Source: an optimization exercise on an open RTL-to-GDS flow (aim: a short achievable clock period and few clock cycles). Production flows keep margins and buffers that such runs may drop.
The RTL was checked by simulation tests, not by an equivalence proof against the original design.
No activity file was given, so power comes from the tool's default toggle rates.

<file path="config.mk">
export PLATFORM = sky130hd
export DESIGN_NAME = mips_cpu_harvard
export DESIGN_NICKNAME = mips_cpu_harvard
export VERILOG_FILES = /design/flow/design.v
export SDC_FILE = /design/flow/constraint.sdc
export NUM_CORES = 8
export LEC_CHECK = 0
export ABC_CLOCK_PERIOD_IN_PS = 2000
export CAP_MARGIN = 20
export CORE_MARGIN = 2
export CORE_UTILIZATION = 30
export PLACE_DENSITY = 0.45
export SETUP_SLACK_MARGIN = 5.0
export SLEW_MARGIN = 20
export SYNTH_HIERARCHICAL = 1
export SYNTH_MINIMUM_KEEP_SIZE = 0
export TNS_END_PERCENT = 10
</file>
<file path="constraint.sdc">
create_clock -name core_clock -period 10.5 [get_ports {clk}]
set_input_delay 2.1000 -clock core_clock [delete_from_list [all_inputs] [get_ports {clk}]]
set_output_delay 2.1000 -clock core_clock [all_outputs]
set_load 0.01 [all_outputs]
</file>
<file path="design.v">
`timescale 1ns/1ps
`default_nettype none
module mips_icbank #(
  parameter int DW = 58
) (
  input  logic          clk,
  input  logic          rst_n,
  input  logic          ce,
  input  logic          we,
  input  logic          clr,
  input  logic [4:0]    wi,
  input  logic [DW-1:0] wd,
  input  logic [31:0]   rsel,
  output logic          rv,
  output logic [DW-1:0] rd
);
  logic [31:0]    v;
  logic [32*DW-1:0] d;
  for (genvar g = 0; g < 32; g++) begin : ge
    always_ff @(posedge clk or negedge rst_n) begin
      if (!rst_n) begin
        v[g] <= 1'b0;
      end else if (ce) begin
        if (we && (wi == g)) v[g] <= 1'b1;
        else if (clr) v[g] <= 1'b0;
      end
    end
    always_ff @(posedge clk) begin
      if (ce && we && (wi == g)) d[g*DW +: DW] <= wd;
    end
  end
  always_comb begin
    rv = |(v & rsel);
    rd = '0;
    for (int i = 0; i < 32; i++) rd = rd | ({DW{rsel[i]}} & d[i*DW +: DW]);
  end
endmodule
`default_nettype wire
`timescale 1ns/1ps
`default_nettype none
module mips_ks_add #(
  parameter int W = 32,
  parameter int L = 5       
) (
  input  logic [W-1:0] a,
  input  logic [W-1:0] b,
  input  logic         ci,
  output logic [W-1:0] s,
  output logic         co
);
  logic [W-1:0] g [0:L];
  logic [W-1:0] p [0:L];
  assign g[0] = (a & b) | ({{(W-1){1'b0}}, ci} & (a ^ b));
  assign p[0] = a ^ b;
  for (genvar k = 0; k < L; k++) begin : lvl
    for (genvar i = 0; i < W; i++) begin : bits
      if (i >= (1 << k)) begin : comb
        assign g[k+1][i] = g[k][i] | (p[k][i] & g[k][i-(1<<k)]);
        assign p[k+1][i] = p[k][i] & p[k][i-(1<<k)];
      end else begin : pass
        assign g[k+1][i] = g[k][i];
        assign p[k+1][i] = p[k][i];
      end
    end
  end
  assign s  = (a ^ b) ^ {g[L][W-2:0], ci};
  assign co = g[L][W-1];
endmodule
module mips_incdec #(
  parameter int W = 14
) (
  input  logic [W-1:0] x,
  output logic [W-1:0] inc,
  output logic [W-1:0] dec
);
  assign inc[0] = ~x[0];
  assign dec[0] = ~x[0];
  for (genvar i = 1; i < W; i++) begin : bits
    assign inc[i] = x[i] ^ (&x[i-1:0]);
    assign dec[i] = x[i] ^ ~(|x[i-1:0]);
  end
endmodule
module mips_alu (
  input  logic        a_add, a_sub, a_and, a_or, a_xor, a_slt, a_sltu, a_sll, a_srl, a_imv, a_link,
  input  logic [31:0] a,
  input  logic [31:0] b,
  input  logic [31:0] op2,
  input  logic [4:0]  sh,
  input  logic [31:0] pc4,
  output logic [31:0] res,
  output logic [31:0] sum
);
  logic [31:0] diff;
  logic        cs, cd;
  mips_ks_add #(.W(32), .L(5)) u_sum  (.a(a), .b(op2),  .ci(1'b0), .s(sum),  .co(cs));
  mips_ks_add #(.W(32), .L(5)) u_diff (.a(a), .b(~op2), .ci(1'b1), .s(diff), .co(cd));
  wire ltu = ~cd;
  wire lts = (a[31] ^ op2[31]) ? a[31] : diff[31];
  assign res =
      ({32{a_add}}  & sum) |
      ({32{a_sub}}  & diff) |
      ({32{a_and}}  & (a & op2)) |
      ({32{a_or}}   & (a | op2)) |
      ({32{a_xor}}  & (a ^ op2)) |
      ({32{a_slt}}  & {31'b0, lts}) |
      ({32{a_sltu}} & {31'b0, ltu}) |
      ({32{a_sll}}  & (b << sh)) |
      ({32{a_srl}}  & (b >> sh)) |
      ({32{a_imv}}  & op2) |
      ({32{a_link}} & pc4);
endmodule
`default_nettype wire
`timescale 1ns/1ps
`default_nettype none
module mips_rdport (
  input  logic [1023:0] rf,
  input  logic [31:0]   sel,
  output logic [31:0]   q
);
  always_comb begin
    q = '0;
    for (int i = 1; i < 32; i++) q = q | ({32{sel[i]}} & rf[i*32 +: 32]);
  end
endmodule
`default_nettype wire
`default_nettype none
module mips_opnd (
  input  logic [4:0]  r,
  input  logic [31:0] rfv,
  input  logic        w1,
  input  logic [4:0]  d1,
  input  logic [31:0] v1,
  input  logic        w0,
  input  logic [4:0]  d0,
  input  logic [31:0] v0,
  input  logic        ww,
  input  logic [4:0]  dw,
  input  logic [31:0] vw,
  input  logic        wm,
  input  logic [4:0]  dm,
  input  logic [31:0] vm,
  input  logic        useimm,
  input  logic [31:0] imm,
  output logic [31:0] q,
  output logic [31:0] q2
);
  wire h1  = w1 && (d1 == r);
  wire h0  = w0 && (d0 == r);
  wire hw  = ww && (dw == r);
  wire hm  = wm && (dm == r) && (r != 5'd0);
  wire [31:0] fv = h1 ? v1 : h0 ? v0 : hw ? vw : vm;
  wire any = h1 | h0 | hw | hm;
  assign q  = any ? fv : rfv;
  assign q2 = (useimm | any) ? (useimm ? imm : fv) : rfv;
endmodule
`default_nettype wire
`timescale 1ns/1ps
`default_nettype none
module mips_decode (
  input  logic [31:0] ins,
  output logic        a_add, a_sub, a_and, a_or, a_xor, a_slt, a_sltu, a_sll, a_srl, a_imv, a_link,
  output logic        useimm,
  output logic        we,        
  output logic        ld,
  output logic        st,
  output logic        beq,
  output logic        bne,
  output logic        jr,
  output logic        jj,        
  output logic        use_rs,
  output logic        use_rt,
  output logic [4:0]  dest,
  output logic [31:0] imm
);
  wire [5:0] op = ins[31:26];
  wire [5:0] fn = ins[5:0];
  wire sp    = (op == 6'h00);
  wire addu  = sp && (fn == 6'h21);
  wire subu  = sp && (fn == 6'h23);
  wire andr  = sp && (fn == 6'h24);
  wire orr   = sp && (fn == 6'h25);
  wire xorr  = sp && (fn == 6'h26);
  wire sltr  = sp && (fn == 6'h2a);
  wire sltur = sp && (fn == 6'h2b);
  wire sll   = sp && (fn == 6'h00);
  wire srl   = sp && (fn == 6'h02);
  wire jrr   = sp && (fn == 6'h08);
  wire j     = (op == 6'h02);
  wire jal   = (op == 6'h03);
  wire beqi  = (op == 6'h04);
  wire bnei  = (op == 6'h05);
  wire addiu = (op == 6'h09);
  wire slti  = (op == 6'h0a);
  wire andi  = (op == 6'h0c);
  wire ori   = (op == 6'h0d);
  wire xori  = (op == 6'h0e);
  wire lui   = (op == 6'h0f);
  wire lw    = (op == 6'h23);
  wire sw    = (op == 6'h2b);
  wire rtype = addu | subu | andr | orr | xorr | sltr | sltur | sll | srl;
  wire itype = addiu | slti | andi | ori | xori | lui | lw;
  wire zext  = andi | ori | xori;
  assign dest   = rtype ? ins[15:11] : jal ? 5'd31 : ins[20:16];
  assign we     = (rtype | itype | jal) && (dest != 5'd0);
  assign imm    = lui  ? {ins[15:0], 16'h0000} :
                  zext ? {16'h0000, ins[15:0]} :
                         {{16{ins[15]}}, ins[15:0]};
  assign a_add  = addu | addiu | lw | sw;
  assign a_sub  = subu;
  assign a_and  = andr | andi;
  assign a_or   = orr | ori;
  assign a_xor  = xorr | xori;
  assign a_slt  = sltr | slti;
  assign a_sltu = sltur;
  assign a_sll  = sll;
  assign a_srl  = srl;
  assign a_imv  = lui;
  assign a_link = jal;
  assign useimm = itype | sw;
  assign ld     = lw;
  assign st     = sw;
  assign beq    = beqi;
  assign bne    = bnei;
  assign jr     = jrr;
  assign jj     = j | jal;
  assign use_rs = (rtype & ~sll & ~srl) | addiu | slti | andi | ori | xori | lw | sw |
                  beqi | bnei | jrr;
  assign use_rt = rtype | sw | beqi | bnei;
endmodule
`default_nettype wire
`timescale 1ns/1ps
`default_nettype none
module mips_btarget (
  input  logic [31:0] pc4,
  input  logic [15:0] imm,
  output logic [31:0] target
);
  logic [15:0] lo;
  logic        c;
  mips_ks_add #(.W(16), .L(4)) u_lo (.a(pc4[17:2]), .b(imm), .ci(1'b0), .s(lo), .co(c));
  logic [13:0] hip1, him1;
  mips_incdec #(.W(14)) u_hi (.x(pc4[31:18]), .inc(hip1), .dec(him1));
  wire up = c & ~imm[15];
  wire dn = ~c & imm[15];
  wire [13:0] hsel = ({14{up}} & hip1) | ({14{dn}} & him1) | ({14{~up & ~dn}} & pc4[31:18]);
  assign target = {hsel, lo, pc4[1:0]};
endmodule
`default_nettype wire
`timescale 1ns/1ps
`default_nettype none
module mips_cpu_harvard #(
  parameter logic [31:0] RESET_VECTOR = 32'hbfc0_0000
) (
  input  logic        clk,
  input  logic        rst_n,
  input  logic        clk_enable,
  output logic        active,
  output logic [31:0] register_v0,
  output logic [31:0] register_v3,
  output logic [31:0] instr_address,
  input  logic [31:0] instr_readdata,
  output logic [31:0] data_address,
  output logic        data_write,
  output logic        data_read,
  output logic [31:0] data_writedata,
  input  logic [31:0] data_readdata
);
  localparam int DW = 67;
  localparam logic [31:0] RV4 = RESET_VECTOR + 32'd4;
  wire ce = clk_enable;
  logic [31:0] fpc;
  logic        halted;
  logic [1023:0] rf;
  assign rf[31:0] = '0;
  logic [63:0]  bht_v;
  logic [127:0] bht_c;
  logic [7:0]   lp_v, lp_conf;
  logic [55:0]  lp_tag, lp_trip, lp_cnt;
  function automatic logic lp_exit(input logic [9:0] a);    
    lp_exit = lp_v[a[2:0]] && lp_conf[a[2:0]] && (lp_tag[a[2:0]*7 +: 7] == a[9:3]) &&
              (lp_cnt[a[2:0]*7 +: 7] + 7'd1 == lp_trip[a[2:0]*7 +: 7]);
  endfunction
  logic [19:0]      c_up;
  logic [31:0]      oe, oo;        
  logic [9:0]       a1i;           
  wire              apar = a1i[0];             
  wire  [9:0]       a1i4 = a1i + 10'd1;        
  wire  [3:0]       a1t  = a1i[9:6];
  wire  [3:0]       a1pt = a1i4[9:6];
  logic        w1v;
  logic [31:1] w1doh;
  logic [4:0]  w1dest;
  logic [31:0] w1res;
  logic        m_ld, m_st;
  logic [31:0] m_addr, m_wdata;
  logic [31:1] m_doh;
  logic [4:0]  m_dest;
  logic        s0v, s0pt;
  logic [31:0] s0w, s0tgt;
  logic [31:0] pf;
  wire [31:0] fq  = fpc + 32'd4;
  wire [31:0] fp8 = fpc + 32'd8;
  wire        tpair = s0v && s0pt;
  wire [31:0] a1    = tpair ? s0tgt : fq;
  wire [31:0] a1p4  = a1 + 32'd4;
  wire [31:0] a1p8  = a1 + 32'd8;
  logic          ve, vo;
  logic [DW-1:0] de, do_;
  wire  [DW-1:0] ea = apar ? do_ : de;
  wire  [DW-1:0] eb = apar ? de : do_;
  wire           va = apar ? vo : ve;
  wire           vb = apar ? ve : vo;
  wire [31:0]    wa   = ea[62:31];
  wire [31:0]    wb   = eb[62:31];
  wire [3:0]     pda  = ea[30:27];
  wire           p1_use_rs = ea[8];
  wire           p1_use_rt = ea[7];
  wire           p1_mem    = ea[6];
  wire           p1_we     = ea[5];
  wire [4:0]     p1_dest   = ea[4:0];
  wire [15:0]    tloa = ea[26:11];
  wire [1:0]     adja = ea[10:9];
  wire [3:0]     pdb  = eb[30:27];
  wire [15:0]    tlob = eb[26:11];
  wire [1:0]     adjb = eb[10:9];
  wire           up_fq = (fpc[31:12] == c_up) && (fpc[11:2] != 10'h3ff);
  wire           up_s0 = (s0tgt[31:12] == c_up);
  wire           up_a  = tpair ? up_s0 : up_fq;
  wire           up_b  = tpair ? (up_s0 && (s0tgt[11:2] != 10'h3ff)) : (up_fq && (fpc[11:3] != 9'h1ff));
  wire           al_a  = tpair ? (s0tgt[1:0] == 2'b00) : (fpc[1:0] == 2'b00);
  wire           hita  = va && (ea[66:63] == a1t) && up_a && al_a;
  wire           hitb  = vb && (eb[66:63] == a1pt) && up_b && al_a;
  wire [31:0] i0 = s0v ? s0w : instr_readdata;
  logic        d0_add, d0_sub, d0_and, d0_or, d0_xor, d0_slt, d0_sltu, d0_sll, d0_srl, d0_imv, d0_link;
  logic        d0_useimm, d0_we, d0_ld, d0_st, d0_beq, d0_bne, d0_jr, d0_jj, d0_use_rs, d0_use_rt;
  logic [4:0]  d0_dest;
  logic [31:0] d0_imm;
  mips_decode u_dec0 (
    .ins(i0),
    .a_add(d0_add), .a_sub(d0_sub), .a_and(d0_and), .a_or(d0_or), .a_xor(d0_xor),
    .a_slt(d0_slt), .a_sltu(d0_sltu), .a_sll(d0_sll), .a_srl(d0_srl), .a_imv(d0_imv),
    .a_link(d0_link), .useimm(d0_useimm), .we(d0_we), .ld(d0_ld), .st(d0_st),
    .beq(d0_beq), .bne(d0_bne), .jr(d0_jr), .jj(d0_jj), .use_rs(d0_use_rs),
    .use_rt(d0_use_rt), .dest(d0_dest), .imm(d0_imm)
  );
  wire [13:0] a1_hi   = a1[31:18];
  wire [13:0] a1p4_hi = a1p4[31:18];
  logic [13:0] a1_hip1, a1_him1, a1p4_hip1, a1p4_him1;
  mips_incdec #(.W(14)) u_id0 (.x(a1_hi), .inc(a1_hip1), .dec(a1_him1));
  mips_incdec #(.W(14)) u_id4 (.x(a1p4_hi), .inc(a1p4_hip1), .dec(a1p4_him1));
  wire [31:0] i1 = wa;
  logic        d1_add, d1_sub, d1_and, d1_or, d1_xor, d1_slt, d1_sltu, d1_sll, d1_srl, d1_imv, d1_link;
  logic        d1_useimm, d1_we, d1_ld, d1_st, d1_beq, d1_bne, d1_jr, d1_jj, d1_use_rs, d1_use_rt;
  logic [4:0]  d1_dest;
  logic [31:0] d1_imm;
  mips_decode u_dec1 (
    .ins(i1),
    .a_add(d1_add), .a_sub(d1_sub), .a_and(d1_and), .a_or(d1_or), .a_xor(d1_xor),
    .a_slt(d1_slt), .a_sltu(d1_sltu), .a_sll(d1_sll), .a_srl(d1_srl), .a_imv(d1_imv),
    .a_link(d1_link), .useimm(d1_useimm), .we(d1_we), .ld(d1_ld), .st(d1_st),
    .beq(d1_beq), .bne(d1_bne), .jr(d1_jr), .jj(d1_jj), .use_rs(d1_use_rs),
    .use_rt(d1_use_rt), .dest(d1_dest), .imm(d1_imm)
  );
  wire [4:0] f0_rs = i0[25:21];
  wire [4:0] f0_rt = i0[20:16];
  wire [4:0] f1_rs = i1[25:21];
  wire [4:0] f1_rt = i1[20:16];
  wire [31:0] rf31v = (w1v && (w1dest == 5'd31)) ? w1res : rf[31*32 +: 32];
  wire [31:0] rf31  = {rf31v[31:2], 2'b00};
  wire [5:0]  f0_bidx   = fpc[7:2];
  wire        f0_br     = d0_beq | d0_bne;
  wire        f0_static = i0[15] | d0_bne | (f0_rs == f0_rt);
  wire        f0_bpred  = (i0[15] && lp_exit(fpc[11:2])) ? 1'b0 :
                          bht_v[f0_bidx] ? bht_c[f0_bidx*2+1] : f0_static;
  wire        f0_ptm    = d0_jj | d0_jr | (f0_br & f0_bpred);
  logic [31:0] f0_bt;
  mips_btarget u_bt0 (.pc4(fq), .imm(i0[15:0]), .target(f0_bt));
  wire [31:0] f0_jt     = {fq[31:28], i0[25:0], 2'b00};
  wire [31:0] f0_jrt    = (f0_rs == 5'd0) ? 32'd0 : rf31;
  wire [31:0] f0_tgtm   = d0_jr ? f0_jrt : d0_jj ? f0_jt : f0_bt;
  wire        f0_pt     = s0v ? s0pt : f0_ptm;
  wire [31:0] f0_tgt    = s0v ? s0tgt : f0_tgtm;
  wire [5:0]  f1_bidx   = a1i[5:0];
  wire        f1_br     = pda[3];
  wire        f1_bpred  = (wa[15] && lp_exit(a1i)) ? 1'b0 :
                          bht_v[f1_bidx] ? bht_c[f1_bidx*2+1] : pda[0];
  wire        f1_pt     = pda[2] | pda[1] | (f1_br & f1_bpred);
  wire [13:0] f1_bthi   = ({14{adja[0]}} & a1_hip1) | ({14{adja[1]}} & a1_him1) |
                          ({14{adja == 2'b00}} & a1_hi);
  wire [31:0] f1_bt     = {f1_bthi, tloa, 2'b00};
  wire [31:0] f1_jt     = {a1p4[31:28], i1[25:0], 2'b00};
  wire [31:0] f1_jrt    = (f1_rs == 5'd0) ? 32'd0 : rf31;
  wire [31:0] f1_tgt    = pda[1] ? f1_jrt : pda[2] ? f1_jt : f1_bt;
  wire [5:0]  fb_bidx   = a1i4[5:0];
  wire        fb_bpred  = (wb[15] && lp_exit(a1i4)) ? 1'b0 :
                          bht_v[fb_bidx] ? bht_c[fb_bidx*2+1] : pdb[0];
  wire        fb_pt     = pdb[2] | pdb[1] | (pdb[3] & fb_bpred);
  wire [13:0] fb_bthi   = ({14{adjb[0]}} & a1p4_hip1) | ({14{adjb[1]}} & a1p4_him1) |
                          ({14{adjb == 2'b00}} & a1p4_hi);
  wire [31:0] fb_bt     = {fb_bthi, tlob, 2'b00};
  wire [31:0] fb_jt     = {a1p8[31:28], wb[25:0], 2'b00};
  wire [31:0] fb_jrt    = (wb[25:21] == 5'd0) ? 32'd0 : rf31;
  wire [31:0] fb_tgt    = pdb[1] ? fb_jrt : pdb[2] ? fb_jt : fb_bt;
  wire d0_addop = d0_add & ~d0_ld & ~d0_st;
  wire fu_rs    = p1_use_rs && (f1_rs == d0_dest);
  wire fu_rt    = p1_use_rt && (f1_rt == d0_dest);
  wire raw01    = d0_we && (fu_rs || fu_rt) && !(d0_addop && f1_br);
  wire waw01    = d0_ld && p1_we && (p1_dest == d0_dest);
  wire pair     = hita && (!f0_pt || tpair) && !((d0_ld | d0_st) && p1_mem) &&
                  !raw01 && !waw01;
  wire [31:0] f_next = ({32{pair && f1_pt}}   & f1_tgt) | ({32{pair && !f1_pt}}  & a1p4) |
                       ({32{!pair && f0_pt}}  & f0_tgt) | ({32{!pair && !f0_pt}} & fq);
  wire        s0v_next   = pair ? (!f1_pt && hitb) : ((tpair || !f0_pt) && hita);
  wire [31:0] s0w_next   = pair ? wb : wa;
  wire [31:0] s0tgt_next = pair ? fb_tgt : f1_tgt;
  wire        s0pt_next  = pair ? fb_pt : f1_pt;
  wire [31:0] pfd    = pf - fpc;
  wire        pf_in  = (pfd != 32'd0) && (pfd[31:7] == 25'd0);
  wire        pf_far = pf_in && (pfd > 32'd8);
  wire [31:0] pf_next = (s0v && pf_in) ? pf + 32'd4 : pf_far ? pf : fp8;
  function automatic logic [31:0] onehot(input logic [4:0] r);
    onehot = 32'd1 << r;
  endfunction
  logic        x0v, x1v;
  logic [31:0] x0pc4, x1pc4;
  logic        x0pt, x1pt;
  logic [31:0] x0tgt, x1tgt;      
  logic [31:0] x0a, x0b, x1a, x1b;   
  logic [31:0] x0o2, x1o2;            
  logic [31:1] x0doh, x1doh;
  logic [4:0]  x0dest, x1dest;
  logic [4:0]  x0sh, x1sh;
  logic        x0_add, x0_sub, x0_and, x0_or, x0_xor, x0_slt, x0_sltu, x0_sll, x0_srl, x0_imv, x0_link;
  logic        x0_wr, x0_ld, x0_st, x0_beq, x0_bne, x0_jr, x0_jj;
  logic        x1_add, x1_sub, x1_and, x1_or, x1_xor, x1_slt, x1_sltu, x1_sll, x1_srl, x1_imv, x1_link;
  logic        x1_wr, x1_ld, x1_st, x1_beq, x1_bne, x1_jr, x1_jj;
  logic [9:0]  x0bpc, x1bpc;      
  logic        x0bk, x1bk;        
  logic        x1fa, x1fb;       
  logic [31:0] x0res, x0sum, x1res, x1sum;
  mips_alu u_alu0 (
    .a_add(x0_add), .a_sub(x0_sub), .a_and(x0_and), .a_or(x0_or), .a_xor(x0_xor),
    .a_slt(x0_slt), .a_sltu(x0_sltu), .a_sll(x0_sll), .a_srl(x0_srl), .a_imv(x0_imv),
    .a_link(x0_link), .a(x0a), .b(x0b), .op2(x0o2), .sh(x0sh),
    .pc4(x0pc4), .res(x0res), .sum(x0sum)
  );
  mips_alu u_alu1 (
    .a_add(x1_add), .a_sub(x1_sub), .a_and(x1_and), .a_or(x1_or), .a_xor(x1_xor),
    .a_slt(x1_slt), .a_sltu(x1_sltu), .a_sll(x1_sll), .a_srl(x1_srl), .a_imv(x1_imv),
    .a_link(x1_link), .a(x1a), .b(x1b), .op2(x1o2), .sh(x1sh),
    .pc4(x1pc4), .res(x1res), .sum(x1sum)
  );
  wire [31:0] x0k   = x0o2;
  wire [31:0] x1c   = x1fa ? x1b : x1a;
  wire [31:0] fz_cy = (x0a & x0k) | ((x0a | x0k) & ~x1c);
  wire        fz_eq = ((x0a ^ x0k ^ x1c) == {fz_cy[30:0], 1'b0});
  wire x0eq = (x0a == x0b);
  wire x1eq = (x1fa && x1fb) ? 1'b1 : (x1fa || x1fb) ? fz_eq : (x1a == x1b);
  wire x0br = x0_beq | x0_bne;
  wire x1br = x1_beq | x1_bne;
  wire x0tk = (x0_beq & x0eq) | (x0_bne & ~x0eq);
  wire x1tk = (x1_beq & x1eq) | (x1_bne & ~x1eq);
  wire x0mis = (x0br && (x0tk != x0pt)) || (x0_jr && (x0a != x0tgt));
  wire x1mis = (x1br && (x1tk != x1pt)) || (x1_jr && (x1a != x1tgt));
  wire [31:0] x0redir = x0_jr ? x0a : x0tk ? x0tgt : x0pc4;
  wire [31:0] x1redir = x1_jr ? x1a : x1tk ? x1tgt : x1pc4;
  wire x0nz = x0_jr ? (x0a == 32'd0) : ((x0br && x0tk) || x0_jj) ? (x0tgt == 32'd0) : (x0pc4 == 32'd0);
  wire x1nz = x1_jr ? (x1a == 32'd0) : ((x1br && x1tk) || x1_jj) ? (x1tgt == 32'd0) : (x1pc4 == 32'd0);
  wire xrun   = !halted;
  wire x0go   = x0v && xrun;
  wire x0kill = x0go && (x0mis || x0nz);       
  wire x1go   = x1v && xrun && !x0kill;
  wire halt_now = (x0go && x0nz) || (x1go && x1nz);
  wire redirect = (x0go && x0mis) || (x1go && x1mis);
  wire [31:0] redir_pc = (x0go && x0mis) ? x0redir : x1redir;
  wire       xld    = (x0v && x0_ld) || (x1v && x1_ld);
  wire [4:0] xldd   = x0_ld ? x0dest : x1dest;
  wire       f_uses = (d0_use_rs && (f0_rs == xldd)) || (d0_use_rt && (f0_rt == xldd)) ||
                      (pair && ((p1_use_rs && (f1_rs == xldd)) || (p1_use_rt && (f1_rt == xldd))));
  wire hold = xld && (xldd != 5'd0) && f_uses;
  wire x0w = x0go && x0_wr;
  wire x1w = x1go && x1_wr;
  logic [31:0] r0a, r0b, r1a, r1b;
  mips_rdport u_rd0a (.rf(rf), .sel(onehot(f0_rs)), .q(r0a));
  mips_rdport u_rd0b (.rf(rf), .sel(onehot(f0_rt)), .q(r0b));
  mips_rdport u_rd1a (.rf(rf), .sel(onehot(f1_rs)), .q(r1a));
  mips_rdport u_rd1b (.rf(rf), .sel(onehot(f1_rt)), .q(r1b));
  logic [31:0] f0a, f0b, f1a, f1b, f0o2, f1o2, f0a_n, f1a_n;
  mips_opnd u_op0a (.r(f0_rs), .rfv(r0a), .w1(x1w), .d1(x1dest), .v1(x1res), .w0(x0w), .d0(x0dest),
                    .v0(x0res), .ww(w1v), .dw(w1dest), .vw(w1res), .wm(m_ld), .dm(m_dest), .vm(data_readdata), .useimm(1'b0),
                    .imm(32'd0), .q(f0a), .q2(f0a_n));
  mips_opnd u_op0b (.r(f0_rt), .rfv(r0b), .w1(x1w), .d1(x1dest), .v1(x1res), .w0(x0w), .d0(x0dest),
                    .v0(x0res), .ww(w1v), .dw(w1dest), .vw(w1res), .wm(m_ld), .dm(m_dest), .vm(data_readdata), .useimm(d0_useimm),
                    .imm(d0_imm), .q(f0b), .q2(f0o2));
  mips_opnd u_op1a (.r(f1_rs), .rfv(r1a), .w1(x1w), .d1(x1dest), .v1(x1res), .w0(x0w), .d0(x0dest),
                    .v0(x0res), .ww(w1v), .dw(w1dest), .vw(w1res), .wm(m_ld), .dm(m_dest), .vm(data_readdata), .useimm(1'b0),
                    .imm(32'd0), .q(f1a), .q2(f1a_n));
  mips_opnd u_op1b (.r(f1_rt), .rfv(r1b), .w1(x1w), .d1(x1dest), .v1(x1res), .w0(x0w), .d0(x0dest),
                    .v0(x0res), .ww(w1v), .dw(w1dest), .vw(w1res), .wm(m_ld), .dm(m_dest), .vm(data_readdata), .useimm(d1_useimm),
                    .imm(d1_imm), .q(f1b), .q2(f1o2));
  logic [9:0] na1i;
  always_comb begin
    if (pair) begin
      if (f1_pt) na1i = f1_tgt[11:2] + 10'd1;
      else if (hitb && fb_pt) na1i = fb_tgt[11:2];
      else na1i = a1i + 10'd2;
    end else if (tpair || !f0_pt) begin
      if (hita && f1_pt) na1i = f1_tgt[11:2];
      else na1i = a1i4;       
    end else begin
      na1i = f0_tgt[11:2] + 10'd1;
    end
  end
  wire [9:0] ra1i = (x0go && x0mis) ? (x0_jr ? x0a[11:2] + 10'd1 : x0tk ? x0tgt[11:2] + 10'd1 : x0pc4[11:2] + 10'd1)
                                    : (x1_jr ? x1a[11:2] + 10'd1 : x1tk ? x1tgt[11:2] + 10'd1 : x1pc4[11:2] + 10'd1);
  function automatic logic [31:0] bsel_o(input logic [5:0] a);
    bsel_o = 32'd1 << a[5:1];
  endfunction
  function automatic logic [31:0] bsel_e(input logic [5:0] a);
    logic [31:0] o;
    o = 32'd1 << a[5:1];
    bsel_e = a[0] ? {o[30:0], o[31]} : o;
  endfunction
  logic [31:0] ia_q;
  assign instr_address = ia_q;
  always_ff @(posedge clk or negedge rst_n) begin
    if (!rst_n) begin
      ia_q <= RESET_VECTOR;
      a1i  <= RV4[11:2];
      oo   <= bsel_o(RV4[7:2]);
      oe   <= bsel_e(RV4[7:2]);
    end else if (ce && !halted) begin
      if (halt_now) begin
        ia_q <= 32'd0;
      end else if (redirect) begin
        ia_q <= redir_pc;
        a1i  <= ra1i;
        oo   <= bsel_o(ra1i[5:0]);
        oe   <= bsel_e(ra1i[5:0]);
      end else if (!hold) begin
        ia_q <= s0v_next ? pf_next : f_next;
        a1i  <= na1i;
        oo   <= bsel_o(na1i[5:0]);
        oe   <= bsel_e(na1i[5:0]);
      end
    end
  end
  always_ff @(posedge clk or negedge rst_n) begin
    if (!rst_n) begin
      fpc    <= RESET_VECTOR;
      halted <= 1'b0;
      active <= 1'b1;
      x0v    <= 1'b0;
      x1v    <= 1'b0;
    end else if (ce && halted) begin
      active <= 1'b0;
    end else if (ce) begin
      if (halt_now) begin
        halted <= 1'b1;
        active <= (x0go && (x0_ld || x0_st)) || (x1go && (x1_ld || x1_st));
        x0v    <= 1'b0;
        x1v    <= 1'b0;
        fpc    <= 32'd0;
      end else if (redirect) begin
        fpc <= redir_pc;
        x0v <= 1'b0;
        x1v <= 1'b0;
      end else if (hold) begin
        x0v <= 1'b0;
        x1v <= 1'b0;
      end else begin
        fpc <= f_next;
        x0v <= 1'b1;
        x1v <= pair;
      end
    end
  end
  always_ff @(posedge clk or negedge rst_n) begin
    if (!rst_n) begin
      s0v <= 1'b0;
      pf  <= '0;
    end else if (ce && !halted) begin
      if (halt_now || redirect) begin
        s0v <= 1'b0;
        pf  <= pf_next;
      end else if (!hold) begin
        s0v <= s0v_next;
        pf  <= pf_next;
      end
    end
  end
  always_ff @(posedge clk) begin
    if (ce && !halted && !hold) begin
      s0w   <= s0w_next;
      s0tgt <= s0tgt_next;
      s0pt  <= s0pt_next;
    end
  end
  always_ff @(posedge clk) begin
    if (ce) begin
      x0a <= f0a;  x0b <= f0b;  x1a <= f1a;  x1b <= f1b;
      x0o2 <= f0o2;
      x1o2 <= f1o2;
      x0pc4 <= fq;             x1pc4 <= a1p4;
      x0pt  <= f0_pt;          x1pt  <= f1_pt;
      x0tgt <= f0_tgt;         x1tgt <= f1_tgt;
      x0doh <= onehot(d0_dest) >> 1;  x1doh <= onehot(d1_dest) >> 1;
      x0dest <= d0_dest;       x1dest <= d1_dest;
      x0sh <= i0[10:6];        x1sh <= i1[10:6];
      x0_add <= d0_add; x0_sub <= d0_sub; x0_and <= d0_and; x0_or <= d0_or; x0_xor <= d0_xor;
      x0_slt <= d0_slt; x0_sltu <= d0_sltu; x0_sll <= d0_sll; x0_srl <= d0_srl; x0_imv <= d0_imv;
      x0_link <= d0_link; x0_wr <= d0_we & ~d0_ld; x0_ld <= d0_ld;
      x0_st <= d0_st; x0_beq <= d0_beq; x0_bne <= d0_bne; x0_jr <= d0_jr; x0_jj <= d0_jj;
      x1_add <= d1_add; x1_sub <= d1_sub; x1_and <= d1_and; x1_or <= d1_or; x1_xor <= d1_xor;
      x1_slt <= d1_slt; x1_sltu <= d1_sltu; x1_sll <= d1_sll; x1_srl <= d1_srl; x1_imv <= d1_imv;
      x1_link <= d1_link; x1_wr <= d1_we & ~d1_ld; x1_ld <= d1_ld;
      x1_st <= d1_st; x1_beq <= d1_beq; x1_bne <= d1_bne; x1_jr <= d1_jr; x1_jj <= d1_jj;
      x0bpc <= fpc[11:2];  x1bpc <= a1i;
      x0bk  <= i0[15];     x1bk  <= i1[15];
      x1fa <= d0_we && fu_rs;
      x1fb <= d0_we && fu_rt;
    end
  end
  wire x0mem = x0_ld || x0_st;
  always_ff @(posedge clk or negedge rst_n) begin
    if (!rst_n) begin
      m_ld <= 1'b0;
      m_st <= 1'b0;
    end else if (ce) begin
      m_ld <= (x0go && x0_ld) || (x1go && x1_ld);
      m_st <= (x0go && x0_st) || (x1go && x1_st);
    end
  end
  always_ff @(posedge clk) begin
    if (ce) begin
      m_addr  <= x0mem ? x0sum : x1sum;
      m_wdata <= x0mem ? x0b : x1b;
      m_doh   <= x0mem ? x0doh : x1doh;
      m_dest  <= x0mem ? x0dest : x1dest;
    end
  end
  assign data_read      = m_ld && ce;
  assign data_write     = m_st && ce;
  assign data_address   = m_addr;
  assign data_writedata = m_wdata;
  always_ff @(posedge clk or negedge rst_n) begin
    if (!rst_n) w1v <= 1'b0;
    else if (ce) w1v <= x1w;
  end
  always_ff @(posedge clk) begin
    if (ce) begin
      w1doh  <= x1doh;
      w1dest <= x1dest;
      w1res  <= x1res;
    end
  end
  genvar g;
  for (g = 1; g < 32; g++) begin : gr
    logic [31:0] q;
    always_ff @(posedge clk or negedge rst_n) begin
      if (!rst_n) begin
        q <= '0;
      end else if (ce) begin
        if (x0w && x0doh[g]) q <= x0res;
        else if (w1v && w1doh[g]) q <= w1res;
        else if (m_ld && m_doh[g]) q <= data_readdata;
      end
    end
    assign rf[g*32 +: 32] = q;
  end
  assign register_v0 = rf[2*32 +: 32];
  assign register_v3 = rf[3*32 +: 32];
  wire [31:0] c_wa   = s0v ? pf : fpc;
  wire        c_newu = (c_wa[31:12] != c_up);
  wire        c_we   = !halted && (c_wa[1:0] == 2'b00) && !(s0v && c_newu);
  wire [31:0] cw     = instr_readdata;
  wire [5:0]  cw_op  = cw[31:26];
  logic [16:0] cw_lo;
  mips_ks_add #(.W(16), .L(4)) u_cwlo (.a(c_wa[17:2]), .b(cw[15:0]), .ci(1'b1), .s(cw_lo[15:0]),
                                       .co(cw_lo[16]));
  wire [3:0]  cw_pd  = {(cw_op == 6'h04) || (cw_op == 6'h05),
                        (cw_op == 6'h02) || (cw_op == 6'h03),
                        (cw_op == 6'h00) && (cw[5:0] == 6'h08),
                        cw[15] | (cw_op == 6'h05) | (cw[25:21] == cw[20:16])};
  wire [1:0]  cw_adj = (cw[15] == cw_lo[16]) ? 2'b00 : cw_lo[16] ? 2'b01 : 2'b10;
  logic        dw_add, dw_sub, dw_and, dw_or, dw_xor, dw_slt, dw_sltu, dw_sll, dw_srl, dw_imv, dw_link;
  logic        dw_useimm, dw_we, dw_ld, dw_st, dw_beq, dw_bne, dw_jr, dw_jj, dw_use_rs, dw_use_rt;
  logic [4:0]  dw_dest;
  logic [31:0] dw_imm;
  mips_decode u_decw (
    .ins(cw),
    .a_add(dw_add), .a_sub(dw_sub), .a_and(dw_and), .a_or(dw_or), .a_xor(dw_xor),
    .a_slt(dw_slt), .a_sltu(dw_sltu), .a_sll(dw_sll), .a_srl(dw_srl), .a_imv(dw_imv),
    .a_link(dw_link), .useimm(dw_useimm), .we(dw_we), .ld(dw_ld), .st(dw_st),
    .beq(dw_beq), .bne(dw_bne), .jr(dw_jr), .jj(dw_jj), .use_rs(dw_use_rs),
    .use_rt(dw_use_rt), .dest(dw_dest), .imm(dw_imm)
  );
  wire [8:0]  cw_x   = {dw_use_rs, dw_use_rt, dw_ld | dw_st, dw_we, dw_dest};
  wire [DW-1:0] cw_d = {c_wa[11:8], cw, cw_pd, cw_lo[15:0], cw_adj, cw_x};
  mips_icbank #(.DW(DW)) u_bank_e (
    .clk(clk), .rst_n(rst_n), .ce(ce), .we(c_we && !c_wa[2]), .clr(c_we && c_newu),
    .wi(c_wa[7:3]), .wd(cw_d), .rsel(oe), .rv(ve), .rd(de)
  );
  mips_icbank #(.DW(DW)) u_bank_o (
    .clk(clk), .rst_n(rst_n), .ce(ce), .we(c_we && c_wa[2]), .clr(c_we && c_newu),
    .wi(c_wa[7:3]), .wd(cw_d), .rsel(oo), .rv(vo), .rd(do_)
  );
  always_ff @(posedge clk) begin
    if (ce && c_we) c_up <= c_wa[31:12];
  end
  logic       bu0, bu1, lu0, lu1, u0tk, u1tk;
  logic [9:0] u0pc, u1pc;
  always_ff @(posedge clk or negedge rst_n) begin
    if (!rst_n) begin
      bu0 <= 1'b0; bu1 <= 1'b0; lu0 <= 1'b0; lu1 <= 1'b0;
    end else if (ce) begin
      bu0 <= x0go && x0br;
      bu1 <= x1go && x1br;
      lu0 <= x0go && x0br && x0bk;
      lu1 <= x1go && x1br && x1bk;
    end
  end
  always_ff @(posedge clk) begin
    if (ce) begin
      u0tk <= x0tk;  u1tk <= x1tk;
      u0pc <= x0bpc; u1pc <= x1bpc;
    end
  end
  wire [5:0] u0idx = u0pc[5:0];
  wire [5:0] u1idx = u1pc[5:0];
  for (g = 0; g < 64; g++) begin : gb
    always_ff @(posedge clk or negedge rst_n) begin
      if (!rst_n) begin
        bht_v[g] <= 1'b0;
        bht_c[g*2 +: 2] <= 2'b00;
      end else if (ce && ((bu0 && u0idx == g) || (bu1 && u1idx == g))) begin
        bht_v[g] <= 1'b1;
        if (!bht_v[g])
          bht_c[g*2 +: 2] <= ((bu0 && u0idx == g) ? u0tk : u1tk) ? 2'b11 : 2'b00;
        else if ((bu0 && u0idx == g) ? u0tk : u1tk)
          bht_c[g*2 +: 2] <= (bht_c[g*2 +: 2] == 2'b11) ? 2'b11 : bht_c[g*2 +: 2] + 2'b01;
        else
          bht_c[g*2 +: 2] <= (bht_c[g*2 +: 2] == 2'b00) ? 2'b00 : bht_c[g*2 +: 2] - 2'b01;
      end
    end
  end
  for (g = 0; g < 8; g++) begin : gl
    wire       s1  = lu1 && (u1pc[2:0] == g);
    wire       s0  = lu0 && (u0pc[2:0] == g);
    wire [6:0] ut  = s1 ? u1pc[9:3] : u0pc[9:3];
    wire       utk = s1 ? u1tk : u0tk;
    wire       hit = lp_v[g] && (lp_tag[g*7 +: 7] == ut);
    wire [6:0] c1  = lp_cnt[g*7 +: 7] + 7'd1;
    always_ff @(posedge clk or negedge rst_n) begin
      if (!rst_n) begin
        lp_v[g] <= 1'b0;
        lp_conf[g] <= 1'b0;
        lp_tag[g*7 +: 7] <= '0;
        lp_trip[g*7 +: 7] <= '0;
        lp_cnt[g*7 +: 7] <= '0;
      end else if (ce && (s0 || s1)) begin
        lp_v[g] <= 1'b1;
        lp_tag[g*7 +: 7] <= ut;
        if (!hit) begin
          lp_conf[g] <= 1'b0;
          lp_trip[g*7 +: 7] <= '0;
          lp_cnt[g*7 +: 7] <= utk ? 7'd1 : 7'd0;
        end else if (utk) begin
          lp_cnt[g*7 +: 7] <= c1;
          if (c1 == 7'd0) lp_conf[g] <= 1'b0;
        end else begin
          lp_conf[g] <= (lp_trip[g*7 +: 7] == c1);
          lp_trip[g*7 +: 7] <= c1;
          lp_cnt[g*7 +: 7] <= '0;
        end
      end
    end
  end
endmodule
`default_nettype wire
</file>
<file path="run.sh">
#!/bin/bash
# synth_recipe.tcl (not shown) runs the flow's synth.tcl, then flattens the netlist and writes it again
# the make line also repeats each setting of config.mk as NAME=value (left out here)
make -C /OpenROAD-flow-scripts/flow DESIGN_CONFIG=/design/flow/config.mk WORK_HOME=/design/flow/orfs CLKGATE_MAP_FILE= SYNTH_SCRIPT=/design/flow/synth_recipe.tcl finish
</file>
==> results of run 1 <==
[report_power, final]
part	switching [mW]	internal (mW)	leakage [nW]
registers	5.94	32.7	66.2
logic	31.6	13.2	69.3
clock network	12.2	15.7	12.3
total	49.8	61.5	148
[layer usage]
layer,track usage,vias to the layer above,share of wire
met4,0.244,68,0.088
met1,0.449,163450,0.38
met2,0.509,23099,0.42
met3,0.0934,5383,0.11
met5,0.000361,-,0.00022
li1,-,125204,-
[registers in the layout, indices dropped and copies added, names as in the netlist, 56 cells and up]
name / cells
u_bank_e.d: 2144
u_bank_o.d: 2144
gr.q: 992
bht_c: 128
bht_v: 64
lp_cnt: 56
lp_tag: 56
lp_trip: 56
[placed cells by master, fill, tap and decap left out, drive strengths merged, types with 201 or more instances in the layout]
cell type  count
edfxtp      5023
a22oi       3872
nand2       3586
o21ai       2785
nand3       2667
buf         2092
dfrtp       1592
nor2        1470
clkbuf      1037
nand4        955
a21oi        676
inv          619
mux2i        601
xnor2        567
ha           360
mux2         344
xor2         343
a221oi       328
clkinv       308
or4          300
mux4         242
and3         231
a222oi       209
nor3         205
nand2b       201
[repair_timing]
action	CTS	global route
gates cloned	35	15
endpoints found under the setup margin	5444	2735
pin swaps	283	105
gates resized for setup	1323	282
buffers inserted	642	138
[worst register-to-register path, cell delays in order, from the launching register on]
cell and delay, ps:
edfxtp_1 850, xnor2_1 220, nand4_1 250, nor4_1 860, a32oi_2 520, and3_4 380
or4_4 430, a32oi_4 290, buf_12 170, clkinvlp_4 110, ha_4 220, nand2_2 60
nand4b_1 130, a22oi_2 140, xnor2_2 380, buf_6 210, nor3_4 70, mux2i_4 330
o221ai_2 150, o22a_1 210
[how the worst min path moves through the flow]
| stage | to | slack [ps] |
|---|---|---|
| detailed placement | u1pc[6] | 400 |
| global placement | u0pc[7] | 400 |
| global route | u0pc[4] | 420 |
| CTS | u0pc[4] | 420 |
| finish | u0pc[1] | 420 |
| floorplan | u0pc[0] | 400 |
[area by class of cell]
type,instances,area (um2)
antenna,128,320
clock buffer,1021,21200
clock inverter,415,4280
fill,114706,749000
inverter,612,2360
multi-input combinational,22198,151000
sequential,6637,192000
tap,15522,19400
timing repair buffer,2287,22800
[metrics by stage]
step           utilization  std cells  setup WS, ps
6_report             0.356      48820          4410
5_1_grt              0.355      48721          4490
4_1_cts              0.353      48533          4590
3_5_place_dp         0.320      46420          1500
3_3_place_gp         0.320      46411          1550
2_1_floorplan            -      32233          3940
==> impl_metrics.json, run 1 <==
{
  "setup_tns_ps": 0,
  "rows": 396,
  "maxCapViolCount": 0,
  "drt_iter0_drc": 54617,
  "io_buffers": 229,
  "ir_drop_v": 0.000243,
  "syn_avg_cell_area_um2": 10.9,
  "arrival_ps": 7130,
  "clk_pin_slew_ps": 60,
  "ctsHoldBuffers": 0,
  "yosysWarningCount": 15,
  "power_mw": 111,
  "period_share": 0.580,
  "drive_gt1_frac": 0.169,
  "core_mm2": 1.16,
  "crit_fanout": 8,
  "cts_tree": "yes",
  "drt-total-wl_um": 2150000,
  "fp.dieArea_mm2": 1.18,
  "hold_start": "x0bpc[1]",
  "cts_max_level": 6,
  "ios": 230,
  "dp_hpwl_um": 1400000,
  "report.final.hold_viol_count": 0,
  "final_area_mm2": 0.413,
  "finClkSkew_ps": 161,
  "worstPathRequired_ps": 11550,
  "worstSkewPairLatency_ps": 1260,
  "drc": 0,
  "crit_family": "simple AND/OR/NAND/NOR gates",
  "crit_type": "reg2reg",
  "antenna_found_initial": 270,
  "gp_congestion": 1.03,
  "start_kind": "register",
  "place_area_mm2": 0.372,
  "grt_start_max_net_pins": 139,
  "layout_min_cycle_time_ps": 6090,
  "grt_util_all_layers": 0.349,
  "syn_area_mm2": 0.350,
  "hold_depth": 0,
  "cp-end-kind": "register",
  "critPathMaxStageDelay_ps": 860,
  "areaGrowthSynthToFinish_pct": 18.1,
  "setup_violations": 0,
  "cp-startpoint": "x1b[5]",
  "grt-ovfl-total": 0,
  "r2r_slack_ps": 4410,
  "p_per_area_mw_per_mm2": 269,
  "rr_endpoint": "oe[6]",
  "grt_pass1_vias": 290742,
  "viasPerCell": 6.50,
  "slew_headroom": 0.0645,
  "r2r_start": "x1b[5]",
  "cp_cell_sequence": "xnor2_1, nand4_1, nor4_1, a32oi_2, and3_4, or4_4, a32oi_4, buf_12, clkinvlp_4, ha_4, nand2_2, nand4b_1, a22oi_2, xnor2_2, buf_6, nor3_4, mux2i_4, o221ai_2, o22a_1",
  "hold_ws_ps": 417,
  "ant_nets": 0,
  "vias": 317204,
  "clock-sinks": 6637,
  "crit_buf_inv": 3,
  "die-width_um": 1080,
  "nets": 32994,
  "numCtsBuffers": 788,
  "postSynthCellCount": 32233,
  "initial_utilization": 0.301,
  "max_freq_mhz": 164,
  "hold_class": "reg2reg",
  "r2r_cells": 19,
  "grt_pass1_wl_um": 2800000,
  "status": "timing/DRC/antenna clean",
  "rsz0062_at_grt": "yes",
  "clock-root-buffer": "clkbuf_16",
  "wl_per_cell_um": 44.0,
  "fp.dieH_um": 1080,
  "clk_path_buf_depth": 5,
  "drv_slew": 0,
  "crit_cells": 19,
  "drt-pass1-iter-count": 14,
  "p_leak_nw": 148,
  "setup.worst_path.end": "oe[6]",
  "worstMarginPinSlew_ps": 1390,
  "cpMaxStageDelayCell": "nor4_1"
}
Testbench counts, summed over its fixed seeds: cycles 13,385.
==> run 2, diff against run 1 <==
--- a/design.v
+++ b/design.v
@@ -230,2 +230,23 @@
 `default_nettype wire
+`default_nettype none
+module mips_decode_v (
+  input  logic [31:0] ins,
+  output logic [57:0] d
+);
+  logic        a_add, a_sub, a_and, a_or, a_xor, a_slt, a_sltu, a_sll, a_srl, a_imv, a_link;
+  logic        useimm, we, ld, st, beq, bne, jr, jj, use_rs, use_rt;
+  logic [4:0]  dest;
+  logic [31:0] imm;
+  mips_decode u_dec (
+    .ins(ins),
+    .a_add(a_add), .a_sub(a_sub), .a_and(a_and), .a_or(a_or), .a_xor(a_xor),
+    .a_slt(a_slt), .a_sltu(a_sltu), .a_sll(a_sll), .a_srl(a_srl), .a_imv(a_imv),
+    .a_link(a_link), .useimm(useimm), .we(we), .ld(ld), .st(st),
+    .beq(beq), .bne(bne), .jr(jr), .jj(jj), .use_rs(use_rs),
+    .use_rt(use_rt), .dest(dest), .imm(imm)
+  );
+  assign d = {a_add, a_sub, a_and, a_or, a_xor, a_slt, a_sltu, a_sll, a_srl, a_imv, a_link,
+              useimm, we, ld, st, beq, bne, jr, jj, use_rs, use_rt, dest, imm};
+endmodule
+`default_nettype wire
 `timescale 1ns/1ps
@@ -248,2 +269,15 @@
 `default_nettype wire
+`default_nettype none
+module mips_inc #(
+  parameter int W = 30
+) (
+  input  logic [W-1:0] x,
+  output logic [W-1:0] y
+);
+  assign y[0] = ~x[0];
+  for (genvar i = 1; i < W; i++) begin : bits
+    assign y[i] = x[i] ^ (&x[i-1:0]);
+  end
+endmodule
+`default_nettype wire
 `timescale 1ns/1ps
@@ -300,8 +334,14 @@
   logic [31:0] pf;
-  wire [31:0] fq  = fpc + 32'd4;
-  wire [31:0] fp8 = fpc + 32'd8;
+  logic [31:0] fq, fp8;
+  mips_inc #(.W(30)) u_fq  (.x(fpc[31:2]), .y(fq[31:2]));
+  mips_inc #(.W(29)) u_fp8 (.x(fpc[31:3]), .y(fp8[31:3]));
+  assign fq[1:0]  = fpc[1:0];
+  assign fp8[2:0] = fpc[2:0];
   wire        tpair = s0v && s0pt;
   wire [31:0] a1    = tpair ? s0tgt : fq;
-  wire [31:0] a1p4  = a1 + 32'd4;
-  wire [31:0] a1p8  = a1 + 32'd8;
+  logic [31:0] a1p4, a1p8;
+  mips_inc #(.W(30)) u_a1p4 (.x(a1[31:2]), .y(a1p4[31:2]));
+  mips_inc #(.W(29)) u_a1p8 (.x(a1[31:3]), .y(a1p8[31:3]));
+  assign a1p4[1:0] = a1[1:0];
+  assign a1p8[2:0] = a1[2:0];
   logic          ve, vo;
@@ -333,14 +373,29 @@
   wire [31:0] i0 = s0v ? s0w : instr_readdata;
-  logic        d0_add, d0_sub, d0_and, d0_or, d0_xor, d0_slt, d0_sltu, d0_sll, d0_srl, d0_imv, d0_link;
-  logic        d0_useimm, d0_we, d0_ld, d0_st, d0_beq, d0_bne, d0_jr, d0_jj, d0_use_rs, d0_use_rt;
-  logic [4:0]  d0_dest;
-  logic [31:0] d0_imm;
-  mips_decode u_dec0 (
-    .ins(i0),
-    .a_add(d0_add), .a_sub(d0_sub), .a_and(d0_and), .a_or(d0_or), .a_xor(d0_xor),
-    .a_slt(d0_slt), .a_sltu(d0_sltu), .a_sll(d0_sll), .a_srl(d0_srl), .a_imv(d0_imv),
-    .a_link(d0_link), .useimm(d0_useimm), .we(d0_we), .ld(d0_ld), .st(d0_st),
-    .beq(d0_beq), .bne(d0_bne), .jr(d0_jr), .jj(d0_jj), .use_rs(d0_use_rs),
-    .use_rt(d0_use_rt), .dest(d0_dest), .imm(d0_imm)
-  );
+  logic [57:0] dmv, s0d;
+  logic [31:0] s0rs_oh, s0rt_oh;
+  mips_decode_v u_decm (.ins(instr_readdata), .d(dmv));
+  wire  [57:0] d0v = s0v ? s0d : dmv;
+  wire         d0_add    = d0v[57];
+  wire         d0_sub    = d0v[56];
+  wire         d0_and    = d0v[55];
+  wire         d0_or     = d0v[54];
+  wire         d0_xor    = d0v[53];
+  wire         d0_slt    = d0v[52];
+  wire         d0_sltu   = d0v[51];
+  wire         d0_sll    = d0v[50];
+  wire         d0_srl    = d0v[49];
+  wire         d0_imv    = d0v[48];
+  wire         d0_link   = d0v[47];
+  wire         d0_useimm = d0v[46];
+  wire         d0_we     = d0v[45];
+  wire         d0_ld     = d0v[44];
+  wire         d0_st     = d0v[43];
+  wire         d0_beq    = d0v[42];
+  wire         d0_bne    = d0v[41];
+  wire         d0_jr     = d0v[40];
+  wire         d0_jj     = d0v[39];
+  wire         d0_use_rs = d0v[38];
+  wire         d0_use_rt = d0v[37];
+  wire  [4:0]  d0_dest   = d0v[36:32];
+  wire  [31:0] d0_imm    = d0v[31:0];
   wire [13:0] a1_hi   = a1[31:18];
@@ -363,2 +418,5 @@
   );
+  logic [57:0] d1v, dbv;
+  mips_decode_v u_dec1v (.ins(wa), .d(d1v));
+  mips_decode_v u_decb  (.ins(wb), .d(dbv));
   wire [4:0] f0_rs = i0[25:21];
@@ -416,6 +474,10 @@
   wire        s0pt_next  = pair ? fb_pt : f1_pt;
-  wire [31:0] pfd    = pf - fpc;
+  logic [31:0] pfd, pf4;
+  logic        pfd_co;
+  mips_ks_add #(.W(32), .L(5)) u_pfd (.a(pf), .b(~fpc), .ci(1'b1), .s(pfd), .co(pfd_co));
+  mips_inc #(.W(30)) u_pf4 (.x(pf[31:2]), .y(pf4[31:2]));
+  assign pf4[1:0] = pf[1:0];
   wire        pf_in  = (pfd != 32'd0) && (pfd[31:7] == 25'd0);
   wire        pf_far = pf_in && (pfd > 32'd8);
-  wire [31:0] pf_next = (s0v && pf_in) ? pf + 32'd4 : pf_far ? pf : fp8;
+  wire [31:0] pf_next = (s0v && pf_in) ? pf4 : pf_far ? pf : fp8;
   function automatic logic [31:0] onehot(input logic [4:0] r);
@@ -483,4 +545,4 @@
   logic [31:0] r0a, r0b, r1a, r1b;
-  mips_rdport u_rd0a (.rf(rf), .sel(onehot(f0_rs)), .q(r0a));
-  mips_rdport u_rd0b (.rf(rf), .sel(onehot(f0_rt)), .q(r0b));
+  mips_rdport u_rd0a (.rf(rf), .sel(s0v ? s0rs_oh : onehot(instr_readdata[25:21])), .q(r0a));
+  mips_rdport u_rd0b (.rf(rf), .sel(s0v ? s0rt_oh : onehot(instr_readdata[20:16])), .q(r0b));
   mips_rdport u_rd1a (.rf(rf), .sel(onehot(f1_rs)), .q(r1a));
@@ -523,2 +585,3 @@
   endfunction
+  wire [9:0] fq1i = fpc[11:2] + 10'd1;
   logic [31:0] ia_q;
@@ -539,3 +602,8 @@
         oe   <= bsel_e(ra1i[5:0]);
-      end else if (!hold) begin
+      end else if (hold) begin
+        ia_q <= fpc;
+        a1i  <= fq1i;
+        oo   <= bsel_o(fq1i[5:0]);
+        oe   <= bsel_e(fq1i[5:0]);
+      end else begin
         ia_q <= s0v_next ? pf_next : f_next;
@@ -585,3 +653,6 @@
         pf  <= pf_next;
-      end else if (!hold) begin
+      end else if (hold) begin
+        s0v <= 1'b0;
+        pf  <= pf_next;
+      end else begin
         s0v <= s0v_next;
@@ -592,3 +663,6 @@
   always_ff @(posedge clk) begin
-    if (ce && !halted && !hold) begin
+    if (ce && !halted) begin
+      s0d     <= pair ? dbv : d1v;
+      s0rs_oh <= pair ? onehot(wb[25:21]) : onehot(wa[25:21]);
+      s0rt_oh <= pair ? onehot(wb[20:16]) : onehot(wa[20:16]);
       s0w   <= s0w_next;
@@ -606,4 +680,4 @@
       x0tgt <= f0_tgt;         x1tgt <= f1_tgt;
-      x0doh <= onehot(d0_dest) >> 1;  x1doh <= onehot(d1_dest) >> 1;
-      x0dest <= d0_dest;       x1dest <= d1_dest;
+      x0doh <= onehot(d0_dest) >> 1;  x1doh <= onehot(p1_dest) >> 1;
+      x0dest <= d0_dest;       x1dest <= p1_dest;
       x0sh <= i0[10:6];        x1sh <= i1[10:6];
@@ -672,3 +746,3 @@
   assign register_v3 = rf[3*32 +: 32];
-  wire [31:0] c_wa   = s0v ? pf : fpc;
+  wire [31:0] c_wa   = ia_q;            
   wire        c_newu = (c_wa[31:12] != c_up);
==> impl_metrics.json, run 2 <==
{
  "status": "finished with violations",
  "failed_checks": "max-capacitance violations, max-slew violations",
  "viasPerCell": 6.63,
  "final_common_cell": "edfxtp_1",
  "cp-end-kind": "register",
  "period_share": 0.616,
  "worstMarginPinSlew_ps": 1490,
  "setup_tns_ps": 0,
  "ios": 230,
  "report.final.hold_viol_count": 0,
  "vias": 332930,
  "yosysWarningCount": 15,
  "r2r_slack_ps": 4330,
  "fp.dieArea_mm2": 1.20,
  "grt-ovfl-total": 0,
  "numCtsBuffers": 799,
  "rows": 401,
  "drive_gt1_frac": 0.176,
  "setup_violations": 0,
  "worstSkewPairLatency_ps": 1320,
  "layout_min_cycle_time_ps": 6470,
  "grt_pass1_vias": 301785,
  "largest_registers": "u_bank_e.d (2144), u_bank_o.d (2144), gr.q (992)",
  "layout_common_cells": "5137 x edfxtp_1, 3788 x a22oi_1, 3571 x nand2_1, 2679 x o21ai_0, 2562 x nand3_1",
  "p_leak_nw": 152,
  "crit_buf_inv": 4,
  "power_mw": 142,
  "clk_path_buf_depth": 5,
  "max_freq_mhz": 155,
  "slew_headroom": -0.00460,
  "multi_input_area_mm2": 0.156,
  "initial_utilization": 0.301,
  "fp.dieH_um": 1100,
  "syn_area_mm2": 0.358,
  "final_area_mm2": 0.426,
  "ant_nets": 0,
  "drt_iter0_drc": 59205,
  "postSynthCellCount": 33011,
  "start_kind": "input pin",
  "place_area_mm2": 0.382,
  "die-width_um": 1100,
  "drt-total-wl_um": 2320000,
  "p_per_area_mw_per_mm2": 333,
  "fill_cells": 117594,
  "drt-pass1-iter-count": 17,
  "clock-sinks": 6751,
  "io_buffers": 229,
  "crit_fanout": 43,
  "grt_pass1_wl_um": 3000000,
  "grt_start_max_net_pins": 156,
  "drc": 0,
  "crit_type": "in2reg",
  "cp_cell_sequence": "buf_4, buf_6, nand3b_1, o21ai_4, buf_4, buf_4, a22oi_1, nand4_1, or4_1, nor2_1, o31ai_1",
  "cpMaxStageDelayCell": "or4_1",
  "ir_drop_v": 0.000303,
  "cts_tree": "yes",
  "wl_per_cell_um": 46.2,
  "antenna_found_initial": 336,
  "finClkSkew_ps": 184,
  "seq_area_mm2": 0.195,
  "cts_max_level": 6,
  "ctsHoldBuffers": 0,
  "rsz0062_at_grt": "yes",
  "hold_ws_ps": 379,
  "crit_top_cell": "buf_4",
  "core_mm2": 1.19,
  "arrival_ps": 7340,
  "critPathMaxStageDelay_ps": 1200,
  "nets": 33888,
  "maxCapViolCount": 2,
  "areaGrowthSynthToFinish_pct": 18.9,
  "drv_slew": 22,
  "hold_class": "reg2reg",
  "dp_hpwl_um": 1490000,
  "gp_congestion": 1.04,
  "clock-root-buffer": "clkbuf_16",
  "crit_family": "simple AND/OR/NAND/NOR gates",
  "syn_avg_cell_area_um2": 10.8,
  "worstPathRequired_ps": 11380,
  "grt_util_all_layers": 0.369,
  "clk_pin_slew_ps": 60
}
-- run 2: cell count changes in the layout (fill, tap and decap cells not counted), sizes merged, moves of 27 or more --
| cell | delta |
|---|---|
| nor2b | +27 |
| buf | +181 |
| xor2 | +42 |
| o31ai | +44 |
| a31oi | -37 |
| inv | -30 |
| xnor2 | -31 |
| o211ai | +54 |
| mux2i | +94 |
| nand2 | +156 |
| edfxtp | +114 |
| a22o | +46 |
| diode | +128 |
| mux2 | +50 |
-- run 2: metrics by stage --
step,std cells,util,setup WS [ps]
3_5_place_dp,47582,0.321,879
2_1_floorplan,33012,-,3760
4_1_cts,49785,0.354,4390
5_1_grt,50040,0.357,4400
6_report,50227,0.358,4030
3_3_place_gp,47570,0.320,926
-- run 2: area by class of cell --
cell class / instances / share of cell area
timing repair buffer: 2477 / 0.0608
sequential: 6751 / 0.458
multi-input combinational: 22781 / 0.367
tap: 15918 / 0.0468
clock buffer: 1040 / 0.0503
antenna: 256 / 0.00150
clock inverter: 415 / 0.0100
inverter: 589 / 0.00541
-- run 2: path summary, 6_finish.rpt --
kind / startpoint / end / depth (start not counted)
max: instr_readdata[17] / x0o2[31] / 11
min: x0bpc[7] / u0pc[7] / 0
max reg2reg: x0a[31] / oe[12] / 15
min reg2reg: x0bpc[7] / u0pc[7] / 0
max in group asynchronous: rst_n / gr[26].q[9] / 3
min in group asynchronous: rst_n / u_bank_e.v[17] / 1
-- run 2: report_power, final --
part	switching [mW]	internal, mW	total, mW
Sequential	6.56	34.5	41.1
Clock	12.5	15.7	28.2
Combinational	52.4	19.9	72.3
-- run 2: routing by layer --
layer  GRT usage  share of wire
met5      0.0102        0.00072
met4       0.255          0.087
met3       0.129           0.12
met2       0.525           0.41
met1       0.468           0.38
-- run 2: what timing repair did --
| action | in CTS | in global routing |
|---|---|---|
| hold endpoints to repair | 0 | 0 |
| setup buffers | 687 | 168 |
| pin swaps | 360 | 178 |
| cloned | 61 | 14 |
| resized for setup | 1295 | 359 |
| setup endpoints to repair | 4976 | 2924 |
Testbench counts of run 2, summed over its fixed seeds: cycles 13,385.
==> run 3, diff against run 2 <==
--- a/design.v
+++ b/design.v
@@ -562,17 +562,2 @@
                     .imm(d1_imm), .q(f1b), .q2(f1o2));
-  logic [9:0] na1i;
-  always_comb begin
-    if (pair) begin
-      if (f1_pt) na1i = f1_tgt[11:2] + 10'd1;
-      else if (hitb && fb_pt) na1i = fb_tgt[11:2];
-      else na1i = a1i + 10'd2;
-    end else if (tpair || !f0_pt) begin
-      if (hita && f1_pt) na1i = f1_tgt[11:2];
-      else na1i = a1i4;       
-    end else begin
-      na1i = f0_tgt[11:2] + 10'd1;
-    end
-  end
-  wire [9:0] ra1i = (x0go && x0mis) ? (x0_jr ? x0a[11:2] + 10'd1 : x0tk ? x0tgt[11:2] + 10'd1 : x0pc4[11:2] + 10'd1)
-                                    : (x1_jr ? x1a[11:2] + 10'd1 : x1tk ? x1tgt[11:2] + 10'd1 : x1pc4[11:2] + 10'd1);
   function automatic logic [31:0] bsel_o(input logic [5:0] a);
@@ -585,2 +570,25 @@
   endfunction
+  wire [9:0] cA = pda[1] ? f1_jrt[11:2] + 10'd1 : pda[2] ? wa[9:0] + 10'd1 : tloa[9:0] + 10'd1;
+  wire [9:0] cB = fb_tgt[11:2];
+  wire [9:0] cC = a1i + 10'd2;
+  wire [9:0] cD = f1_tgt[11:2];
+  wire [9:0] cE = a1i4;                 
+  wire [9:0] cF = s0v ? s0tgt[11:2] + 10'd1 : f0_tgtm[11:2] + 10'd1;
+  wire sA = pair && f1_pt;
+  wire sB = pair && !f1_pt && hitb && fb_pt;
+  wire sC = pair && !f1_pt && !(hitb && fb_pt);
+  wire s1 = !pair && (tpair || !f0_pt);
+  wire sD = s1 && hita && f1_pt;
+  wire sE = s1 && !(hita && f1_pt);
+  wire sF = !pair && !(tpair || !f0_pt);
+  wire [9:0] na1i = ({10{sA}} & cA) | ({10{sB}} & cB) | ({10{sC}} & cC) |
+                    ({10{sD}} & cD) | ({10{sE}} & cE) | ({10{sF}} & cF);
+  wire [31:0] noo = ({32{sA}} & bsel_o(cA[5:0])) | ({32{sB}} & bsel_o(cB[5:0])) |
+                    ({32{sC}} & bsel_o(cC[5:0])) | ({32{sD}} & bsel_o(cD[5:0])) |
+                    ({32{sE}} & bsel_o(cE[5:0])) | ({32{sF}} & bsel_o(cF[5:0]));
+  wire [31:0] noe = ({32{sA}} & bsel_e(cA[5:0])) | ({32{sB}} & bsel_e(cB[5:0])) |
+                    ({32{sC}} & bsel_e(cC[5:0])) | ({32{sD}} & bsel_e(cD[5:0])) |
+                    ({32{sE}} & bsel_e(cE[5:0])) | ({32{sF}} & bsel_e(cF[5:0]));
+  wire [9:0] ra1i = (x0go && x0mis) ? (x0_jr ? x0a[11:2] + 10'd1 : x0tk ? x0tgt[11:2] + 10'd1 : x0pc4[11:2] + 10'd1)
+                                    : (x1_jr ? x1a[11:2] + 10'd1 : x1tk ? x1tgt[11:2] + 10'd1 : x1pc4[11:2] + 10'd1);
   wire [9:0] fq1i = fpc[11:2] + 10'd1;
@@ -610,4 +618,4 @@
         a1i  <= na1i;
-        oo   <= bsel_o(na1i[5:0]);
-        oe   <= bsel_e(na1i[5:0]);
+        oo   <= noo;
+        oe   <= noe;
       end
==> impl_metrics.json, run 3 <==
{
  "syn_avg_cell_area_um2": 10.7,
  "nets": 35154,
  "postSynthCellCount": 34148,
  "core_mm2": 1.21,
  "p_leak_nw": 156,
  "grt-ovfl-total": 0,
  "fp.dieArea_mm2": 1.22,
  "ant_nets": 0,
  "ir_drop_v": 0.000264,
  "rows": 404,
  "worstMarginPinSlew_ps": 1360,
  "start_kind": "register",
  "drv_slew": 0,
  "p_per_area_mw_per_mm2": 295,
  "cts_tree": "yes",
  "maxCapViolCount": 0,
  "yosysWarningCount": 15,
  "grt_pass1_wl_um": 3200000,
  "fp.dieH_um": 1110,
  "drt_iter0_drc": 62647,
  "final_common_cell": "edfxtp_1",
  "max_freq_mhz": 160,
  "worstSkewPairLatency_ps": 1270,
  "cp-end-kind": "register",
  "drt-pass1-iter-count": 15,
  "slew_headroom": 0.0900,
  "initial_utilization": 0.301,
  "finClkSkew_ps": 149,
  "arrival_ps": 7180,
  "rsz0062_at_grt": "yes",
  "numCtsBuffers": 804,
  "drt-total-wl_um": 2500000,
  "status": "timing/DRC/antenna clean",
  "hold_end": "u0pc[1]",
  "grt_start_max_net_pins": 167,
  "report.final.hold_viol_count": 0,
  "drc": 0,
  "dp_hpwl_um": 1640000,
  "layout_common_cells": "5137 x edfxtp_1, 3783 x a22oi_1, 3711 x nand2_1, 2735 x o21ai_0, 2619 x nand3_1",
  "clock-root-buffer": "clkbuf_16",
  "power_mw": 129,
  "io_buffers": 229,
  "die-width_um": 1110,
  "largest_registers": "u_bank_e.d (2144), u_bank_o.d (2144), gr.q (992)",
  "ios": 230,
  "drive_gt1_frac": 0.186,
  "wl_per_cell_um": 48.2,
  "setup_tns_ps": 0,
  "r2r_cells": 17,
  "antenna_found_initial": 423,
  "clock-sinks": 6751,
  "grt_pass1_vias": 312843,
  "viasPerCell": 6.73,
  "hold_class": "reg2reg",
  "areaGrowthSynthToFinish_pct": 20.2,
  "rr_endpoint": "x1a[11]",
  "fin_ws_ps": 4250,
  "gp_congestion": 1.07,
  "vias": 348821,
  "clk_pin_slew_ps": 60,
  "final_core_util": 0.362,
  "crit_type": "reg2reg",
  "cts_max_level": 6,
  "layout_min_cycle_time_ps": 6250,
  "r2r_slack_ps": 4250,
  "setup_violations": 0,
  "syn_area_mm2": 0.364,
  "crit_fanout": 19,
  "grt_util_all_layers": 0.389,
  "hold_depth": 0,
  "dpl_worst_slack_ps": 1160,
  "hold_start": "x0bpc[1]",
  "period_share": 0.595,
  "r2r_start": "oo[20]",
  "hold_ws_ps": 383,
  "clk_path_buf_depth": 5,
  "worstPathRequired_ps": 11420
}
run 3: changes by cell type in the layout (fill, tap and decap cells not counted), sizes merged, moves of 67 or more:
cell	before	now
buf	2273	2499
diode	256	430
nor2	1458	1620
nand3	2683	2843
a21oi	701	826
nand2	3742	3862
o21ai	2802	2874
nor3	196	266
nand4	975	1042
run 3: worst max path at each step:
stage | slack [ps] | startpoint | end
2_1_floorplan | 4270 | instr_readdata[30] | fpc[4]
3_3_place_gp | 1120 | instr_readdata[31] | oe[27]
3_5_place_dp | 1160 | instr_readdata[31] | oe[27]
4_1_cts | 4490 | instr_readdata[31] | oe[27]
5_1_grt | 4420 | instr_readdata[31] | oo[22]
6_report | 4250 | oo[20] | x1a[11]
run 3: timing repair:
item	in CTS	in global routing
hold endpoints to repair	0	0
resized for setup	1559	567
pin swaps	389	296
setup buffers	715	189
hold buffers	0	0
cloned	96	16
setup endpoints to repair	2731	2324
run 3: layout make-up:
class	instances	area, um2
Fill cell	119198	772000
Antenna cell	430	1080
Multi-Input combinational cell	23795	164000
Clock inverter	429	4720
Inverter	601	2380
Tap cell	16037	20100
Timing Repair Buffer	2708	28500
Clock buffer	1056	21800
Sequential cell	6751	195000
run 3: power by group:
part	switching [mW]	internal (mW)
Combinational	45.2	16.5
Clock	12.6	16.4
Sequential	5.44	33.1
Total	63.3	66.0
run 3: worst max-delay path, stage by stage, from the launching register on:
cell and delay (ps):
dfrtp_4 520, buf_12 180, buf_16 170, buf_12 150, a22oi_2 150, nand4_1 110, or4_4 690, nor3b_4 340
buf_4 180, o21ai_2 70, buf_12 170, nor2_4 800, buf_4 470, a22oi_1 140, nand3_1 410, or4_1 530
nor2_1 110, nor2_1 610
run 3: per-layer routing:
metal  vias to the layer above  GRT usage  part of all wire
met5                         -     0.0118            0.0014
met4                       182      0.284             0.091
met3                      7322      0.147              0.13
met2                     28010      0.552              0.41
met1                    179824      0.482              0.38
li1                     133483          -                 -
run 3: through the flow:
| stage | area [um2] | cells |
|---|---|---|
| after global routing | 437000 | 51513 |
| after global placement | 389000 | 48860 |
| after CTS | 432000 | 51163 |
| final | 438000 | 51807 |
| after floorplan | 365000 | 34149 |
| after detailed placement | 389000 | 48867 |
Testbench counts of run 3, summed over its fixed seeds: cycles 13,385.

Check on run 3: ideal ports give 4.250 ns setup slack; a clkbuf_16 on the clock port and buf_2 on the inputs give 4.071 ns; moving port delays by the midpoint clock arrival (1.377 ns) as well gives 2.695 ns.
